This is an optimization exercise on Yosys and OpenROAD, whose aim is a short achievable clock period and few clock cycles, not a production implementation. Power and IR drop assume default switching activity.

==> inputs of pepper <==
// riscv_core
module riscv_core #(
  parameter rv_pkg::addr_t reset_pc = '0
) (
  input  logic          clk,
  input  logic          rst_n,
  output rv_pkg::addr_t imem_addr,
  output logic          imem_valid,
  input  rv_pkg::data_t imem_data,
  output logic          dmem_valid,
  output logic          dmem_we,
  output rv_pkg::addr_t dmem_addr,
  output rv_pkg::data_t dmem_wdata,
  input  logic          dmem_ready,
  input  rv_pkg::data_t dmem_rdata,
  output logic          halted
);
export LEC_CHECK = 0
export ABC_CLOCK_PERIOD_IN_PS = 2500
export CAP_MARGIN = 20
export CORE_MARGIN = 2
export CORE_UTILIZATION = 40
export PLACE_DENSITY = 0.6
export SETUP_SLACK_MARGIN = 2.0
export SLEW_MARGIN = 20
export TNS_END_PERCENT = 10
create_clock -name core_clock -period 5.5 [get_ports {clk}]
run.sh (not shown) runs the stock make flow with config.mk's settings and CLKGATE_MAP_FILE= SYNTH_SCRIPT=/design/flow/synth_recipe.tcl, a recipe that flattens the netlist after the stock synthesis.
==> inputs of lagoon, as changes to pepper <==
--- a/flow/design.v
+++ b/flow/design.v
@@ -92,41 +92,27 @@
   output rv_pkg::addr_t dmem_addr,
   output rv_pkg::data_t dmem_wdata,
   input  logic          dmem_ready,
   input  rv_pkg::data_t dmem_rdata,
   output logic          halted
 );
   localparam int QN = 4;  
-  localparam int BH = 6;  
   logic [31:0] pc;
   logic        id_valid;
   logic [31:0] id_insn;
   logic [31:0] id_pc;
   logic [31:0] id_alt;    
   logic        id_pred;
-  logic        id_bv;
-  logic [1:0]  id_bc;
   logic        ex_valid;
   logic [31:0] ex_a, ex_b, ex_sd, ex_alt;
   logic [4:0]  ex_rd;
   logic        ex_we;     
   logic        ex_load, ex_store, ex_br, ex_bne, ex_pred, ex_halt;
   logic        ex_s_add, ex_s_sub, ex_s_and, ex_s_or, ex_s_xor, ex_s_slt, ex_s_b, ex_s_link;
-  logic [BH-1:0] ex_idx;
-  logic        ex_bv;
-  logic [1:0]  ex_bc;
-  logic        wb_we;
-  logic [4:0]  wb_rd;
-  logic [31:0] wb_res;
-  logic        bu_valid;
-  logic [BH-1:0] bu_idx;
-  logic [1:0]  bu_bc;
   logic [31:0] rf [32];
-  logic        bv [1<<BH];
-  logic [1:0]  bc [1<<BH];
   logic        qv    [QN];
   logic        qwe   [QN];
   logic [31:0] qaddr [QN];
   logic [31:0] qdata [QN];
   logic [4:0]  qrd   [QN];
   logic        halt_pend;
   logic [31:0] sum, diff, ex_res;
@@ -143,33 +129,22 @@
                 | ({32{ex_s_b}}    & ex_b)
                 | ({32{ex_s_link}} & ex_alt);
   assign eq         = (ex_a == ex_b);
   assign taken      = ex_bne ? ~eq : eq;
   assign mispredict = ex_valid & ex_br & (taken != ex_pred);
   assign ex_mem     = ex_load | ex_store;
   assign flush      = mispredict | (ex_valid & ex_halt) | halt_pend;
-  always_ff @(posedge clk or negedge rst_n) begin
-    if (!rst_n) begin
-      wb_we <= 1'b0;
-    end else begin
-      wb_we <= ex_valid & ex_we;
-    end
-  end
-  always_ff @(posedge clk) begin
-    wb_rd  <= ex_rd;
-    wb_res <= ex_res;
-  end
   logic [6:0]  opc, f7;
   logic [2:0]  f3;
   logic [4:0]  rs1, rs2, rd;
   logic [31:0] imm_i, imm_s, imm_u;
   logic        d_op, d_opi, d_lui, d_load, d_store, d_br, d_jal, d_legal, d_alu_ok;
   logic        use1, use2, b_rs2, d_writes;
-  logic [31:0] rf1, rf2, rd1, rd2, imm_sel;
-  logic        fwd1, fwd2, wfw1, wfw2, haz, stall_id;
+  logic [31:0] rf1, rf2, imm_sel;
+  logic        fwd1, fwd2, haz, stall_id;
   assign opc = id_insn[6:0];
   assign f3  = id_insn[14:12];
   assign f7  = id_insn[31:25];
   assign rs1 = id_insn[19:15];
   assign rs2 = id_insn[24:20];
   assign rd  = id_insn[11:7];
   assign imm_i = {{20{id_insn[31]}}, id_insn[31:20]};
@@ -195,18 +170,14 @@
   assign b_rs2    = d_op | d_br;
   assign d_writes = (d_op | d_opi | d_lui | d_load | d_jal) && (rd != 5'd0);
   assign imm_sel = d_lui ? imm_u : (d_store ? imm_s : imm_i);
   assign rf1 = (rs1 == 5'd0) ? 32'd0 : rf[rs1];
   assign rf2 = (rs2 == 5'd0) ? 32'd0 : rf[rs2];
   assign fwd1 = ex_valid & ex_we & (ex_rd == rs1);
   assign fwd2 = ex_valid & ex_we & (ex_rd == rs2);
-  assign wfw1 = wb_we & (wb_rd == rs1);
-  assign wfw2 = wb_we & (wb_rd == rs2);
-  assign rd1  = wfw1 ? wb_res : rf1;
-  assign rd2  = wfw2 ? wb_res : rf2;
   logic oth1, oth2, othd, head1, head2, headd, ld_byp1, ld_byp2;
   always_comb begin
     oth1 = ex_valid & ex_load & (ex_rd == rs1);
     oth2 = ex_valid & ex_load & (ex_rd == rs2);
     othd = ex_valid & ex_load & (ex_rd == rd);
     for (int i = 1; i < QN; i++) begin
       oth1 = oth1 | (qv[i] & ~qwe[i] & (qrd[i] == rs1));
@@ -221,44 +192,43 @@
   assign ld_byp2 = head2 & ~oth2 & dmem_ready & (rs2 != 5'd0);
   assign haz = id_valid & ((use1 & (rs1 != 5'd0) & (oth1 | (head1 & ~ld_byp1))) |
                            (use2 & (rs2 != 5'd0) & (oth2 | (head2 & ~ld_byp2))) |
                            (d_writes & ~d_load & (othd | (headd & ~dmem_ready))));
   logic q_room;
   assign q_room   = ~qv[QN-1] & ~(qv[QN-2] & ex_valid & ex_mem);
   assign stall_id = haz | (id_valid & (d_load | d_store) & ~q_room);
-  logic [31:0] f_insn, f_imm_b, f_imm_j, f_tgt_b, f_tgt_j, f_target, f_pc4, f_next;
-  logic        f_jal, f_br, f_same, f_pred, f_hist, f_bv;
-  logic [1:0]  f_bc;
+  logic [31:0] f_insn, f_imm, f_target, f_pc4;
+  logic        f_jal, f_br, f_same, f_pred;
+  assign f_insn   = imem_data;
+  assign f_jal    = (f_insn[6:0] == 7'b1101111);
+  assign f_br     = (f_insn[6:0] == 7'b1100011);
+  assign f_same   = (f_insn[19:15] == f_insn[24:20]);
+  localparam int BH = 6;
   logic [BH-1:0] f_idx;
-  assign f_insn  = imem_data;
-  assign f_jal   = (f_insn[6:0] == 7'b1101111);
-  assign f_br    = (f_insn[6:0] == 7'b1100011);
-  assign f_same  = (f_insn[19:15] == f_insn[24:20]);
-  assign f_idx   = pc[BH+1:2];
-  assign f_bv    = bv[f_idx];
-  assign f_bc    = bc[f_idx];
-  assign f_hist  = f_bv ? f_bc[1] : f_insn[31];
-  assign f_pred  = f_jal | (f_br & (f_same ? ~f_insn[12] : f_hist));
-  assign f_imm_j = {{11{f_insn[31]}}, f_insn[31], f_insn[19:12], f_insn[20], f_insn[30:21], 1'b0};
-  assign f_imm_b = {{19{f_insn[31]}}, f_insn[31], f_insn[7], f_insn[30:25], f_insn[11:8], 1'b0};
-  ks_add #(.W(32)) tgj_i (.a(pc), .b(f_imm_j), .cin(1'b0), .sum(f_tgt_j));
-  ks_add #(.W(32)) tgb_i (.a(pc), .b(f_imm_b), .cin(1'b0), .sum(f_tgt_b));
+  logic          f_hist, f_static;
+  logic          bv [1<<BH];
+  logic [1:0]    bc [1<<BH];
+  assign f_idx    = pc[BH+1:2];
+  assign f_static = f_insn[31];
+  assign f_hist   = bv[f_idx] ? bc[f_idx][1] : f_static;
+  assign f_pred   = f_jal | (f_br & (f_same ? ~f_insn[12] : f_hist));
+  assign f_imm    = f_jal ? {{11{f_insn[31]}}, f_insn[31], f_insn[19:12], f_insn[20], f_insn[30:21], 1'b0}
+                          : {{19{f_insn[31]}}, f_insn[31], f_insn[7], f_insn[30:25], f_insn[11:8], 1'b0};
+  ks_add #(.W(32)) tgt_i (.a(pc), .b(f_imm), .cin(1'b0), .sum(f_target));
   ks_add #(.W(30)) inc_i (.a(pc[31:2]), .b(30'd0), .cin(1'b1), .sum(f_pc4[31:2]));
   assign f_pc4[1:0] = pc[1:0];
-  assign f_target   = f_jal ? f_tgt_j : f_tgt_b;
-  assign f_next     = f_pred ? f_target : f_pc4;
   assign imem_addr  = pc;
   assign imem_valid = ~halted;
   always_ff @(posedge clk or negedge rst_n) begin
     if (!rst_n) begin
       pc <= reset_pc;
     end else if (mispredict) begin
       pc <= ex_alt;
     end else if (!(flush || stall_id)) begin
-      pc <= f_next;
+      pc <= f_pred ? f_target : f_pc4;
     end
   end
   always_ff @(posedge clk or negedge rst_n) begin
     if (!rst_n) begin
       id_valid <= 1'b0;
     end else if (flush) begin
       id_valid <= 1'b0;
@@ -268,73 +238,60 @@
   end
   always_ff @(posedge clk) begin
     if (!stall_id) begin
       id_insn <= f_insn;
       id_pc   <= pc;
       id_pred <= f_pred;
       id_alt  <= f_pred ? f_pc4 : f_target;
-      id_bv   <= f_bv;
-      id_bc   <= f_bc;
     end
   end
+  logic [BH-1:0] ex_idx;
   always_ff @(posedge clk or negedge rst_n) begin
     if (!rst_n) begin
-      ex_valid <= 1'b0;
-    end else begin
-      ex_valid <= id_valid & ~stall_id & ~flush;
+      for (int i = 0; i < (1<<BH); i++) begin
+        bv[i] <= 1'b0;
+        bc[i] <= 2'b00;
+      end
+    end else if (ex_valid && ex_br) begin
+      bv[ex_idx] <= 1'b1;
+      if (!bv[ex_idx])                 bc[ex_idx] <= taken ? 2'b11 : 2'b00;
+      else if (taken && bc[ex_idx] != 2'b11)  bc[ex_idx] <= bc[ex_idx] + 2'b01;
+      else if (!taken && bc[ex_idx] != 2'b00) bc[ex_idx] <= bc[ex_idx] - 2'b01;
     end
   end
-  always_ff @(posedge clk) begin
-    ex_a      <= ld_byp1 ? dmem_rdata : (fwd1 ? ex_res : rd1);
-    ex_sd     <= ld_byp2 ? dmem_rdata : (fwd2 ? ex_res : rd2);
-    ex_b      <= (b_rs2 & ld_byp2) ? dmem_rdata : (b_rs2 & fwd2) ? ex_res : (b_rs2 ? rd2 : imm_sel);
-    ex_alt    <= id_alt;
-    ex_idx    <= id_pc[BH+1:2];
-    ex_bv     <= id_bv;
-    ex_bc     <= id_bc;
-    ex_rd     <= rd;
-    ex_we     <= d_legal & d_writes & ~d_load;
-    ex_load   <= d_legal & d_load;
-    ex_store  <= d_legal & d_store;
-    ex_br     <= d_legal & d_br;
-    ex_bne    <= f3[0];
-    ex_pred   <= id_pred;
-    ex_halt   <= ~d_legal;
-    ex_s_add  <= d_load | d_store | ((d_op | d_opi) & f3 == 3'b000 & ~(d_op & f7[5]));
-    ex_s_sub  <= d_op & f3 == 3'b000 & f7[5];
-    ex_s_and  <= (d_op | d_opi) & f3 == 3'b111;
-    ex_s_or   <= (d_op | d_opi) & f3 == 3'b110;
-    ex_s_xor  <= (d_op | d_opi) & f3 == 3'b100;
-    ex_s_slt  <= (d_op | d_opi) & f3 == 3'b010;
-    ex_s_b    <= d_lui;
-    ex_s_link <= d_jal;
-  end
   always_ff @(posedge clk or negedge rst_n) begin
     if (!rst_n) begin
-      bu_valid <= 1'b0;
+      ex_valid <= 1'b0;
     end else begin
-      bu_valid <= ex_valid & ex_br;
+      ex_valid <= id_valid & ~stall_id & ~flush;
     end
   end
   always_ff @(posedge clk) begin
-    bu_idx <= ex_idx;
-    if (!ex_bv)                       bu_bc <= taken ? 2'b11 : 2'b00;
-    else if (taken && ex_bc != 2'b11)  bu_bc <= ex_bc + 2'b01;
-    else if (!taken && ex_bc != 2'b00) bu_bc <= ex_bc - 2'b01;
-    else                               bu_bc <= ex_bc;
-  end
-  always_ff @(posedge clk or negedge rst_n) begin
-    if (!rst_n) begin
-      for (int i = 0; i < (1<<BH); i++) begin
-        bv[i] <= 1'b0;
-        bc[i] <= 2'b00;
-      end
-    end else if (bu_valid) begin
-      bv[bu_idx] <= 1'b1;
-      bc[bu_idx] <= bu_bc;
+    begin
+      ex_a      <= ld_byp1 ? dmem_rdata : (fwd1 ? ex_res : rf1);
+      ex_sd     <= ld_byp2 ? dmem_rdata : (fwd2 ? ex_res : rf2);
+      ex_b      <= (b_rs2 & ld_byp2) ? dmem_rdata : (b_rs2 & fwd2) ? ex_res : (b_rs2 ? rf2 : imm_sel);
+      ex_alt    <= id_alt;
+      ex_idx    <= id_pc[BH+1:2];
+      ex_rd     <= rd;
+      ex_we     <= d_legal & d_writes & ~d_load;
+      ex_load   <= d_legal & d_load;
+      ex_store  <= d_legal & d_store;
+      ex_br     <= d_legal & d_br;
+      ex_bne    <= f3[0];
+      ex_pred   <= id_pred;
+      ex_halt   <= ~d_legal;
+      ex_s_add  <= d_load | d_store | ((d_op | d_opi) & f3 == 3'b000 & ~(d_op & f7[5]));
+      ex_s_sub  <= d_op & f3 == 3'b000 & f7[5];
+      ex_s_and  <= (d_op | d_opi) & f3 == 3'b111;
+      ex_s_or   <= (d_op | d_opi) & f3 == 3'b110;
+      ex_s_xor  <= (d_op | d_opi) & f3 == 3'b100;
+      ex_s_slt  <= (d_op | d_opi) & f3 == 3'b010;
+      ex_s_b    <= d_lui;
+      ex_s_link <= d_jal;
     end
   end
   logic deq, enq;
   logic cv [QN];
   logic place [QN];
   assign deq = qv[0] & dmem_ready;
   assign enq = ex_valid & ex_mem;
@@ -370,23 +327,23 @@
       end
     end
   end
   assign dmem_valid = qv[0];
   assign dmem_we    = qwe[0];
   assign dmem_addr  = qaddr[0];
   assign dmem_wdata = qdata[0];
-  logic ld_wr;
+  logic        ld_wr;
   assign ld_wr = deq & ~qwe[0];
   always_ff @(posedge clk or negedge rst_n) begin
     if (!rst_n) begin
       for (int i = 0; i < 32; i++) rf[i] <= 32'd0;
     end else begin
       for (int i = 1; i < 32; i++) begin
-        if (wb_we && wb_rd == 5'(i))       rf[i] <= wb_res;
-        else if (ld_wr && qrd[0] == 5'(i)) rf[i] <= dmem_rdata;
+        if (ex_valid && ex_we && ex_rd == 5'(i)) rf[i] <= ex_res;
+        else if (ld_wr && qrd[0] == 5'(i))      rf[i] <= dmem_rdata;
       end
     end
   end
   logic halt_now;
   assign halt_now = halt_pend | (ex_valid & ex_halt);
   always_ff @(posedge clk or negedge rst_n) begin
     if (!rst_n) begin
==> notes <==
Against pepper, the cell count of lagoon is smaller by 2.2%. In pepper the routed wire length is smaller than in lagoon, by 3.3%. In pepper the sequential power is higher than in lagoon, by about 6%. Of pepper and lagoon, lagoon has the higher maximum frequency (gap 3.3%, measured against lagoon). lagoon finished with timing, DRC and antenna clean. pepper ran to the end with no violations. Against lagoon, the non-clock buffer count of pepper is higher by 26. Clock power is about the same in pepper and lagoon.
Function was not checked in any run of this note: the RTL went through the layout flow alone.

-- re-timing with driven ports --
No port has a modelled driver above. Below, the same layouts with a new extraction and two added sets of constraints.
Step 1 assumes that a clkbuf_16 drives the clock port and a buf_2 every other input.
Step 2 moves the port delays by t, midway between the first and last clock arrival at a register: inputs arrive t later, outputs are due t later. That takes back most of the time a late clock gives input paths.
a / b / c = no drivers / after step 1 / after step 2; a / b = the first two.
run | t, ns | slack for setup (ns) | slew at the worst register clock pin (ns) | worst data-port slew with drivers (ns)
pepper | 0.958 | 0.980 / 0.980 / 0.669 | 0.07 / 0.07 | 0.28
lagoon | 0.983 | 1.128 / 1.128 / 0.654 | 0.07 / 0.07 | 0.20
After both steps every run listed still meets setup and hold. The setup slack of lagoon, which loses most, moves by 0.000 ns with the drivers and by -0.474 ns with both steps.
